From an optimization exercise on the open Yosys and OpenROAD flow, aimed at small area; shortcuts taken in it are not production practice.
The RTL was checked by simulation tests, not by an equivalence proof against the original design.
Power and IR drop assume default switching activity.

==> flow/design.v <==
package qu_pkg;
    localparam int instr_w = 32;
    localparam int pc_w = 32;
    localparam int arch_regs = 32;
    typedef logic [$clog2(arch_regs)-1:0] arch_t;
    localparam logic [6:0] opc_op = 7'b0110011;
    localparam logic [6:0] opc_op_imm = 7'b0010011;
    localparam logic [6:0] opc_lui = 7'b0110111;
    localparam logic [6:0] funct7_base = 7'b0000000;
    localparam logic [6:0] funct7_alt = 7'b0100000;
    typedef enum logic [3:0] {
        alu_add  = 4'd0,
        alu_sub  = 4'd1,
        alu_sll  = 4'd2,
        alu_slt  = 4'd3,
        alu_sltu = 4'd4,
        alu_xor  = 4'd5,
        alu_srl  = 4'd6,
        alu_sra  = 4'd7,
        alu_or   = 4'd8,
        alu_and  = 4'd9,
        alu_lui  = 4'd10
    } alu_op_t;
    typedef struct packed {
        logic [pc_w-1:0]    pc;
        logic [instr_w-1:0] instr;
    } fetch_pkt_t;
    typedef struct packed {
        logic [pc_w-1:0]    pc;
        logic [3:0]         alu_op;   
        arch_t              rd;
        arch_t              rs1;
        arch_t              rs2;
        logic               use_imm;
        logic [instr_w-1:0] imm;
    } dec_op_t;
    localparam int num_pregs = 48;
    localparam int preg_w = $clog2(num_pregs);
    typedef logic [preg_w-1:0] preg_t;
    typedef struct packed {
        dec_op_t op;
        preg_t   rd_preg;
        preg_t   old_rd_preg;
        preg_t   rs1_preg;
        preg_t   rs2_preg;
    } ren_op_t;
    typedef struct packed {
        ren_op_t            ren;
        logic               rs1_ready;
        logic [instr_w-1:0] rs1_value;
        logic               rs2_ready;
        logic [instr_w-1:0] rs2_value;
    } rs_entry_t;
    localparam int fetch_pkt_w = pc_w + instr_w;
    localparam int dec_op_w = pc_w + 4 + 3 * 5 + 1 + instr_w;
    localparam int ren_op_w = dec_op_w + 4 * preg_w;
    localparam int rs_entry_w = ren_op_w + 2 * (1 + instr_w);
endpackage
module qu_fifo #(
    parameter int width = 1,
    parameter int depth = 4
) (
    input  logic     clk,
    input  logic     rst_n,
    input  logic     push,
    input  logic [width-1:0] wr_data,
    input  logic     pop,
    output logic [width-1:0] rd_data,
    input  logic     flush,
    output logic     empty,
    output logic     full
);
    localparam int ptr_w = (depth > 1) ? $clog2(depth) : 1;
    localparam int cnt_w = $clog2(depth + 1);
    logic [width-1:0] mem [depth];
    logic [ptr_w-1:0] rd_ptr;
    logic [ptr_w-1:0] wr_ptr;
    logic [cnt_w-1:0] count;
    assign rd_data = mem[rd_ptr];
    assign empty = (count == '0);
    assign full = (count == cnt_w'(depth));
    always_ff @(posedge clk) begin
        if (push) begin
            mem[wr_ptr] <= wr_data;
        end
    end
    always_ff @(posedge clk or negedge rst_n) begin
        if (!rst_n) begin
            rd_ptr <= '0;
            wr_ptr <= '0;
            count <= '0;
        end else if (flush) begin
            rd_ptr <= '0;
            wr_ptr <= '0;
            count <= '0;
        end else begin
            if (push) begin
                wr_ptr <= (wr_ptr == ptr_w'(depth - 1)) ? '0 : wr_ptr + 1'b1;
            end
            if (pop) begin
                rd_ptr <= (rd_ptr == ptr_w'(depth - 1)) ? '0 : rd_ptr + 1'b1;
            end
            count <= count + cnt_w'(push) - cnt_w'(pop);
        end
    end
endmodule
module qu_fetch #(
    parameter logic [qu_pkg::pc_w-1:0] reset_pc = '0
) (
    input  logic                       clk,
    input  logic                       rst_n,
    input  logic                       redirect,
    input  logic [qu_pkg::pc_w-1:0]    redirect_pc,
    output logic [qu_pkg::pc_w-1:0]    imem_addr,
    input  logic [qu_pkg::instr_w-1:0] imem_data,
    input  logic                       fifo_full,
    output logic                       push,
    output qu_pkg::fetch_pkt_t         pkt
);
    logic [qu_pkg::pc_w-1:0] pc;
    assign imem_addr = pc;
    assign push = !fifo_full && !redirect;
    assign pkt.pc = pc;
    assign pkt.instr = imem_data;
    always_ff @(posedge clk or negedge rst_n) begin
        if (!rst_n) begin
            pc <= reset_pc;
        end else if (redirect) begin
            pc <= redirect_pc;
        end else if (push) begin
            pc <= pc + qu_pkg::pc_w'(4);
        end
    end
endmodule
module qu_decode (
    input  qu_pkg::fetch_pkt_t pkt,
    output qu_pkg::dec_op_t    op,
    output logic               proper
);
    logic [6:0] opcode;
    logic [2:0] funct3;
    logic [6:0] funct7;
    logic       base;
    logic       alt;
    logic       known;
    function automatic logic [3:0] alu_of(input logic [2:0] f3, input logic sel_alt);
        logic [3:0] res;
        case (f3)
            3'b000: res = sel_alt ? qu_pkg::alu_sub : qu_pkg::alu_add;
            3'b001: res = qu_pkg::alu_sll;
            3'b010: res = qu_pkg::alu_slt;
            3'b011: res = qu_pkg::alu_sltu;
            3'b100: res = qu_pkg::alu_xor;
            3'b101: res = sel_alt ? qu_pkg::alu_sra : qu_pkg::alu_srl;
            3'b110: res = qu_pkg::alu_or;
            default: res = qu_pkg::alu_and;
        endcase
        alu_of = res;
    endfunction
    assign opcode = pkt.instr[6:0];
    assign funct3 = pkt.instr[14:12];
    assign funct7 = pkt.instr[31:25];
    assign base = (funct7 == qu_pkg::funct7_base);
    assign alt = (funct7 == qu_pkg::funct7_alt);
    always_comb begin
        op.pc = pkt.pc;
        op.alu_op = qu_pkg::alu_add;
        op.rd = pkt.instr[11:7];
        op.rs1 = pkt.instr[19:15];
        op.rs2 = pkt.instr[24:20];
        op.use_imm = 1'b0;
        op.imm = {{20{pkt.instr[31]}}, pkt.instr[31:20]};
        known = 1'b0;
        case (opcode)
            qu_pkg::opc_op: begin
                known = base || (alt && (funct3 == 3'b000 || funct3 == 3'b101));
                op.alu_op = alu_of(funct3, alt);
            end
            qu_pkg::opc_op_imm: begin
                if (funct3 == 3'b001) begin
                    known = base;
                end else if (funct3 == 3'b101) begin
                    known = base || alt;
                end else begin
                    known = 1'b1;
                end
                op.alu_op = alu_of(funct3, alt && funct3 == 3'b101);
                op.rs2 = '0;
                op.use_imm = 1'b1;
            end
            qu_pkg::opc_lui: begin
                known = 1'b1;
                op.alu_op = qu_pkg::alu_lui;
                op.rs1 = '0;
                op.rs2 = '0;
                op.use_imm = 1'b1;
                op.imm = {pkt.instr[31:12], 12'b0};
            end
            default: begin
                known = 1'b0;
            end
        endcase
    end
    assign proper = known && (op.rd != '0);
endmodule
module qu_map #(
    parameter int num_pregs = qu_pkg::num_pregs
) (
    input  logic            clk,
    input  logic            rst_n,
    input  logic            in_valid,
    input  qu_pkg::dec_op_t in_op,
    output logic            take,
    input  logic            free_valid,
    input  qu_pkg::preg_t           free_preg,
    output logic            busy_set,
    output qu_pkg::preg_t           busy_set_preg,
    output logic            out_valid,
    output qu_pkg::ren_op_t         out_op,
    input  logic            drain
);
    qu_pkg::preg_t rat [qu_pkg::arch_regs];
    logic [num_pregs-1:0] free_map;
    qu_pkg::preg_t alloc_preg;
    logic any_free;
    always_comb begin
        alloc_preg = '0;
        for (int i = num_pregs - 1; i >= 0; i--) begin
            if (free_map[i]) begin
                alloc_preg = qu_pkg::preg_t'(i);
            end
        end
    end
    assign any_free = |free_map;
    assign take = in_valid && any_free && (!out_valid || drain);
    assign busy_set = take;
    assign busy_set_preg = alloc_preg;
    always_ff @(posedge clk or negedge rst_n) begin
        if (!rst_n) begin
            for (int i = 0; i < qu_pkg::arch_regs; i++) begin
                rat[i] <= qu_pkg::preg_t'(i);
            end
        end else if (take) begin
            rat[in_op.rd] <= alloc_preg;
        end
    end
    always_ff @(posedge clk or negedge rst_n) begin
        if (!rst_n) begin
            for (int i = 0; i < num_pregs; i++) begin
                free_map[i] <= (i >= qu_pkg::arch_regs);
            end
        end else begin
            if (take) begin
                free_map[alloc_preg] <= 1'b0;
            end
            if (free_valid) begin
                free_map[free_preg] <= 1'b1;
            end
        end
    end
    always_ff @(posedge clk or negedge rst_n) begin
        if (!rst_n) begin
            out_valid <= 1'b0;
        end else if (take) begin
            out_valid <= 1'b1;
        end else if (drain) begin
            out_valid <= 1'b0;
        end
    end
    always_ff @(posedge clk) begin
        if (take) begin
            out_op.op <= in_op;
            out_op.rd_preg <= alloc_preg;
            out_op.old_rd_preg <= rat[in_op.rd];
            out_op.rs1_preg <= rat[in_op.rs1];
            out_op.rs2_preg <= rat[in_op.rs2];
        end
    end
endmodule
module qu_busy_table #(
    parameter int num_pregs = qu_pkg::num_pregs
) (
    input  logic  clk,
    input  logic  rst_n,
    input  qu_pkg::preg_t rd1_preg,
    input  qu_pkg::preg_t rd2_preg,
    output logic  busy1,
    output logic  busy2,
    input  logic  set_en,
    input  qu_pkg::preg_t set_preg,
    input  logic  clr_en,
    input  qu_pkg::preg_t clr_preg
);
    logic [num_pregs-1:0] busy;
    assign busy1 = busy[rd1_preg];
    assign busy2 = busy[rd2_preg];
    always_ff @(posedge clk or negedge rst_n) begin
        if (!rst_n) begin
            busy <= '0;
        end else begin
            if (clr_en) begin
                busy[clr_preg] <= 1'b0;
            end
            if (set_en && set_preg != '0) begin
                busy[set_preg] <= 1'b1;
            end
        end
    end
endmodule
module qu_dispatch #(
    parameter int rs_credits = 6
) (
    input  logic                       clk,
    input  logic                       rst_n,
    input  logic                       in_valid,
    input  qu_pkg::ren_op_t                    in_op,
    output logic                       drain,
    input  logic                       busy1,
    input  logic                       busy2,
    output qu_pkg::preg_t                      rd1_preg,
    output qu_pkg::preg_t                      rd2_preg,
    input  logic [qu_pkg::instr_w-1:0] rf_rd1_data,
    input  logic [qu_pkg::instr_w-1:0] rf_rd2_data,
    input  logic                       wb_valid,
    input  qu_pkg::preg_t                      wb_preg,
    input  logic                       rs_credit,
    output logic                       rs_valid,
    output qu_pkg::rs_entry_t                  rs_entry
);
    localparam int cnt_w = $clog2(rs_credits + 1);
    logic [cnt_w-1:0] credits;
    logic rs1_ready;
    logic rs2_ready;
    qu_pkg::rs_entry_t entry;
    assign rd1_preg = in_op.rs1_preg;
    assign rd2_preg = in_op.rs2_preg;
    assign drain = in_valid && (credits != '0);
    assign rs1_ready = !busy1 || (wb_valid && wb_preg == in_op.rs1_preg);
    assign rs2_ready = !busy2 || (wb_valid && wb_preg == in_op.rs2_preg);
    always_comb begin
        entry.ren = in_op;
        entry.rs1_ready = rs1_ready;
        entry.rs1_value = rs1_ready ? rf_rd1_data : '0;
        entry.rs2_ready = rs2_ready;
        entry.rs2_value = rs2_ready ? rf_rd2_data : '0;
    end
    always_ff @(posedge clk or negedge rst_n) begin
        if (!rst_n) begin
            credits <= cnt_w'(rs_credits);
            rs_valid <= 1'b0;
        end else begin
            credits <= credits - cnt_w'(drain) + cnt_w'(rs_credit);
            rs_valid <= drain;
        end
    end
    always_ff @(posedge clk) begin
        if (drain) begin
            rs_entry <= entry;
        end
    end
endmodule
module qu_front_end #(
    parameter int if_id_depth = 4,
    parameter int id_map_depth = 4,
    parameter int rs_credits = 6,
    parameter logic [qu_pkg::pc_w-1:0] reset_pc = '0
) (
    input  logic                       clk,
    input  logic                       rst_n,
    input  logic                       redirect,
    input  logic [qu_pkg::pc_w-1:0]    redirect_pc,
    output logic [qu_pkg::pc_w-1:0]    imem_addr,
    input  logic [qu_pkg::instr_w-1:0] imem_data,
    output logic [qu_pkg::preg_w-1:0]  rf_rd1_addr,
    output logic [qu_pkg::preg_w-1:0]  rf_rd2_addr,
    input  logic [qu_pkg::instr_w-1:0] rf_rd1_data,
    input  logic [qu_pkg::instr_w-1:0] rf_rd2_data,
    input  logic                       wb_valid,
    input  logic [qu_pkg::preg_w-1:0]  wb_preg,
    input  logic                       free_valid,
    input  logic [qu_pkg::preg_w-1:0]  free_preg,
    input  logic                       rs_credit,
    output logic                       rs_valid,
    output logic [qu_pkg::rs_entry_w-1:0] rs_entry
);
    qu_pkg::fetch_pkt_t fetch_pkt;
    qu_pkg::fetch_pkt_t if_head;
    qu_pkg::dec_op_t dec_op;
    qu_pkg::dec_op_t id_head;
    qu_pkg::ren_op_t map_op;
    qu_pkg::preg_t busy_set_preg;
    qu_pkg::rs_entry_t rs_entry_s;
    logic fetch_push;
    logic if_pop;
    logic if_empty;
    logic if_full;
    logic dec_proper;
    logic id_push;
    logic id_empty;
    logic id_full;
    logic map_take;
    logic map_valid;
    logic busy_set;
    logic disp_drain;
    logic busy1;
    logic busy2;
    assign if_pop = !if_empty && (!id_full || !dec_proper);
    assign id_push = !if_empty && !id_full && dec_proper;
    qu_fetch #(
        .reset_pc(reset_pc)
    ) fetch_inst (
        .clk(clk),
        .rst_n(rst_n),
        .redirect(redirect),
        .redirect_pc(redirect_pc),
        .imem_addr(imem_addr),
        .imem_data(imem_data),
        .fifo_full(if_full),
        .push(fetch_push),
        .pkt(fetch_pkt)
    );
    qu_fifo #(
        .width(qu_pkg::fetch_pkt_w),
        .depth(if_id_depth)
    ) if_id_fifo_inst (
        .clk(clk),
        .rst_n(rst_n),
        .push(fetch_push),
        .wr_data(fetch_pkt),
        .pop(if_pop),
        .rd_data(if_head),
        .flush(redirect),
        .empty(if_empty),
        .full(if_full)
    );
    qu_decode decode_inst (
        .pkt(if_head),
        .op(dec_op),
        .proper(dec_proper)
    );
    qu_fifo #(
        .width(qu_pkg::dec_op_w),
        .depth(id_map_depth)
    ) id_map_fifo_inst (
        .clk(clk),
        .rst_n(rst_n),
        .push(id_push),
        .wr_data(dec_op),
        .pop(map_take),
        .rd_data(id_head),
        .flush(1'b0),
        .empty(id_empty),
        .full(id_full)
    );
    qu_map map_inst (
        .clk(clk),
        .rst_n(rst_n),
        .in_valid(!id_empty),
        .in_op(id_head),
        .take(map_take),
        .free_valid(free_valid),
        .free_preg(free_preg),
        .busy_set(busy_set),
        .busy_set_preg(busy_set_preg),
        .out_valid(map_valid),
        .out_op(map_op),
        .drain(disp_drain)
    );
    qu_busy_table busy_table_inst (
        .clk(clk),
        .rst_n(rst_n),
        .rd1_preg(rf_rd1_addr),
        .rd2_preg(rf_rd2_addr),
        .busy1(busy1),
        .busy2(busy2),
        .set_en(busy_set),
        .set_preg(busy_set_preg),
        .clr_en(wb_valid),
        .clr_preg(wb_preg)
    );
    qu_dispatch #(
        .rs_credits(rs_credits)
    ) dispatch_inst (
        .clk(clk),
        .rst_n(rst_n),
        .in_valid(map_valid),
        .in_op(map_op),
        .drain(disp_drain),
        .busy1(busy1),
        .busy2(busy2),
        .rd1_preg(rf_rd1_addr),
        .rd2_preg(rf_rd2_addr),
        .rf_rd1_data(rf_rd1_data),
        .rf_rd2_data(rf_rd2_data),
        .wb_valid(wb_valid),
        .wb_preg(wb_preg),
        .rs_credit(rs_credit),
        .rs_valid(rs_valid),
        .rs_entry(rs_entry_s)
    );
    assign rs_entry = rs_entry_s;
endmodule
==> flow/run.sh <==
#!/bin/bash
# synth_recipe.tcl (not shown) runs the flow's synth.tcl, then flattens the netlist and writes it again
# the make line also repeats each setting of config.mk as NAME=value (left out here)
make -C /OpenROAD-flow-scripts/flow DESIGN_CONFIG=/design/flow/config.mk WORK_HOME=/design/flow/orfs CLKGATE_MAP_FILE= SYNTH_SCRIPT=/design/flow/synth_recipe.tcl finish
==> flow/config.mk <==
export PLATFORM = sky130hd
export DESIGN_NAME = qu_front_end
export DESIGN_NICKNAME = qu_front_end
export VERILOG_FILES = /design/flow/design.v
export SDC_FILE = /design/flow/constraint.sdc
export NUM_CORES = 4
export LEC_CHECK = 0
export CAP_MARGIN = 20
export CORE_MARGIN = 2
export CORE_UTILIZATION = 40
export SLEW_MARGIN = 20
==> flow/constraint.sdc <==
create_clock -name core_clock -period 6.0 [get_ports {clk}]
set_input_delay 1.2000 -clock core_clock [delete_from_list [all_inputs] [get_ports {clk}]]
set_output_delay 1.2000 -clock core_clock [all_outputs]
set_load 0.01 [all_outputs]
==> flow_summary.ini <==
[clocking]
cts_sinks = 1213
clkTransAtPathRegs_ns = 0.06
clk_latency_ns = 0.80
cts_buffers = 132
cts_root_buf = clkbuf_16
ctsHoldBuffers = 0
cts_resized = 0
htree_levels = 4
cts_tree = done
post_cts_buffers = 0
clock_path_buffers = 3

[timing]
relSlewSlack_pct = 6.71
finalCritPeriodShare_pct = 79.4
setup_tns_ns = 0
max_freq_mhz = 210
fin_crit_ns = 4.76
hold_viol = 0
setup_violations = 0
grt_setup_unrepaired = false
worst_slew_pin_slew_ns = 1.39
fin_worst_skew_ns = 0.0531
finalMaxSlewViolations = 0

[power]
power_density_mw_per_mm2 = 541
p_comb_share_pct = 31.5
switching_power_mw = 11.9
leakage_nw = 21.0
p_clk_share_pct = 24.4
pwr-share-seq_pct = 44.1
ir_drop_v = 0.000410
power_switching_share_pct = 36.4
p_int_mw = 20.7

[detailed_routing]
routed_via_density = 5.91
drc = 0
ant_nets = 0
drtIter0Drc = 3523
via_count = 32800
firstDrtPassIters = 6
wl_per_cell_um = 31.4
wirelength_um = 174000

[setup_path]
cp_cell_sequence = mux4_1, or4_4, nor3_2, o21ai_1, and3_1, or4_4, nor3b_4, inv_1, ha_1, inv_1, ha_1, inv_1, fa_1, xnor2_1, xnor2_1
r2r_start = if_id_fifo_inst.rd_ptr[0]$_DFFE_PN0P_
endpoint_kind = flop
critPathLaunchType = flop
cp.arrival_ns = 5.42
crit_top_cell = inv_1
crit_path_start = if_id_fifo_inst.rd_ptr[0]$_DFFE_PN0P_
crit_type = reg2reg
cpPeakStageDelay_ns = 0.77
crit_buf_inv = 3
crit_slowest_cell = dfrtp_4
cp_max_fo = 27
required_ns = 6.66
cp_top_family = simple AND/OR/NAND/NOR gates

[synth]
synth_edf_count = 874
synth_cell_types = 86
async_reset_ff_share_pct = 27.9
netlist_instances = 3390
synth-seq-cells = 1213
ys_seq_area_share_pct = 69.5
avgSynthCellArea_um2 = 14.8
syn_area_mm2 = 0.0502
ys.warnings.count = 8
synth_ff_type = edfxtp_1
syn_nets = 3568

[cells_and_area]
layout-drive-gt1-share_pct = 15.3
final_cell_mix = 874 x edfxtp_1, 442 x nand2_1, 362 x clkdlybuf4s50_1
final_common_cell = edfxtp_1
nets = 3987
final_cells = 5552
area_delta_synth_final_pct = 20.1

[hold_path]
min_path_type = reg2reg
min-delay-start = map_inst.out_op[102]$_DFFE_PP_

[floorplan]
dieArea_mm2 = 0.128
rows = 129
core_area_mm2 = 0.124
die_h_um = 358
fp.dieW_um = 358
start_util_pct = 40.4
num_io_pins = 365

[placed_design]
place_inst = 5310
dp_hpwl_um = 123000
finalWeightedCongestion = 1.09
port_buffers = 364

[grt]
antenna_found_initial = 3
grt_pass1_vias = 32500
globalRouteOverflowTotal = 0
grt_usage_pct = 27.2
grt_pass1_wl_um = 246000
grt_max_degree = 124

[run]
max_cap_viol_count = 0

[status]
status = complete, no violations
cells in the mapped netlist, types with 8 or more instances:
| cell type | count | share of area (%) |
|---|---|---|
| dfstp_2 | 98 | 5.1 |
| edfxtp_1 | 874 | 52 |
| nor2b_1 | 60 | 0.75 |
| xor2_1 | 29 | 0.51 |
| clkbuf_1 | 116 | 0.87 |
| a221oi_1 | 86 | 1.5 |
| a32o_1 | 22 | 0.44 |
| nor3_1 | 49 | 0.49 |
| dfrtp_1 | 241 | 12 |
| buf_2 | 16 | 0.16 |
| nand3b_1 | 13 | 0.19 |
| nor2_1 | 180 | 1.3 |
| buf_1 | 17 | 0.13 |
| a222oi_1 | 13 | 0.26 |
| nand4_1 | 46 | 0.57 |
| o21ai_0 | 285 | 2.8 |
| mux4_2 | 168 | 7.5 |
| and2_1 | 51 | 0.64 |
| nand3_1 | 61 | 0.61 |
| nor4_1 | 15 | 0.19 |
| a22oi_1 | 90 | 1.3 |
| nand2_1 | 443 | 3.3 |
| xnor2_1 | 35 | 0.61 |
| or2_2 | 11 | 0.14 |
| nand2b_1 | 21 | 0.26 |
| or4_1 | 9 | 0.13 |
| buf_4 | 12 | 0.18 |
| a22o_1 | 102 | 1.8 |
| ha_1 | 29 | 0.72 |
| and3_1 | 8 | 0.10 |
| a21oi_1 | 30 | 0.30 |
| inv_1 | 42 | 0.31 |
routing by layer:
layer / vias to the layer above / wire length (µm) / GRT usage [%]
met5: - / 47 / 0
met4: 6 / 8490 / 12.0
met3: 420 / 14500 / 6.53
met2: 1632 / 79100 / 42.2
met1: 16800 / 72200 / 36.6
li1: 14000 / - / -
path summary, 6_finish.rpt:
kind,endpoint,slack (ns),cells after the start
worst min register to register,dispatch_inst.rs_entry[168]$_DFFE_PP_,0.41,0
max in group asynchronous,id_map_fifo_inst.rd_ptr[0]$_DFFE_PN0P_,4.26,2
worst max register to register,id_map_fifo_inst.count[2]$_DFF_PN0_,1.24,15
worst min-delay path,dispatch_inst.rs_entry[168]$_DFFE_PP_,0.41,0
worst max-delay path,id_map_fifo_inst.count[2]$_DFF_PN0_,1.24,15
min in group asynchronous,map_inst.free_map[30]$_DFF_PN0_,0.46,1
power by group through the flow:
stage               sequential (mW)  combinational, mW  clock, mW
CTS                            14.3               10.3       8.12
finish                         14.4               10.3       7.94
global route                   14.5               11.0       8.46
global placement               14.5               10.2          0
detailed placement             14.5               10.2          0
floorplan                      13.7               5.57          0
logic make-up (layout without fill, tap and decap cells):
family                   Yosys count  count (layout)  share of synthesized area, %
AND/OR/NAND/NOR                  994             994                          9.19
multiplexers                     185             185                          8.07
adder cells (fa/ha/maj)           32              32                         0.843
buffers and inverters            208             732                          1.73
flip-flops                      1213            1213                          69.5
other                              0               1                             0
XOR/XNOR                          64              64                          1.12
AO/OA/AOI/OAI                    694             694                          9.57
state kept, by name, indices dropped and copies added, names as in the netlist, 3 cells and up:
register	cells
map_inst.free_map	48
if_id_fifo_inst.mem	256
busy_table_inst.busy	48
id_map_fifo_inst.count	3
fetch_inst.pc	32
dispatch_inst.credits	3
id_map_fifo_inst.mem	336
dispatch_inst.rs_entry	174
if_id_fifo_inst.count	3
map_inst.out_op	108
map_inst.rat	192
through the flow:
step	power, mW	util (%)	hold WS (ns)	cell area [µm²]	setup WS (ns)
2_1_floorplan	19.3	-	0.400	50200	0.794
3_3_place_gp	24.7	45.1	0.401	55900	1.18
3_5_place_dp	24.7	45.1	0.405	55900	1.21
4_1_cts	32.7	48.5	0.411	60200	1.19
5_1_grt	34.0	48.5	0.416	60300	0.925
6_report	32.6	48.6	0.408	60300	1.24
cell type report:
class	instances	area, µm²
clock buffers	182	3650
well taps	1637	2050
diodes	1	2.50
clock inverters	57	631
repair buffers	448	4370
flip-flops and latches	1213	34900
multi-input cells	1969	14500
fillers	10600	63900
inverters	45	174

==> port drivers added, routing unchanged <==
The flow's constraints put no driver on any port. The routed layout listed below was extracted and timed again, unchanged, in two steps. Step 1 assumes that a clkbuf_16 drives the clock port and a buf_2 every other input. Step 2 also shifts input and output timing later by t, the mid clock arrival at the registers, as if the neighbouring blocks saw the same clock. Slacks: ideal / step 1 / step 2; pairs: ideal / step 1.
t (ns): 0.847
setup WS [ns]: 1.238 / 1.238 / 1.238
clock arrival spread, ns: 0.054 / 0.054
After both steps setup and hold are still met in this run. The setup slack of this run moves by 0.000 ns with the drivers and by 0.000 ns with both steps.
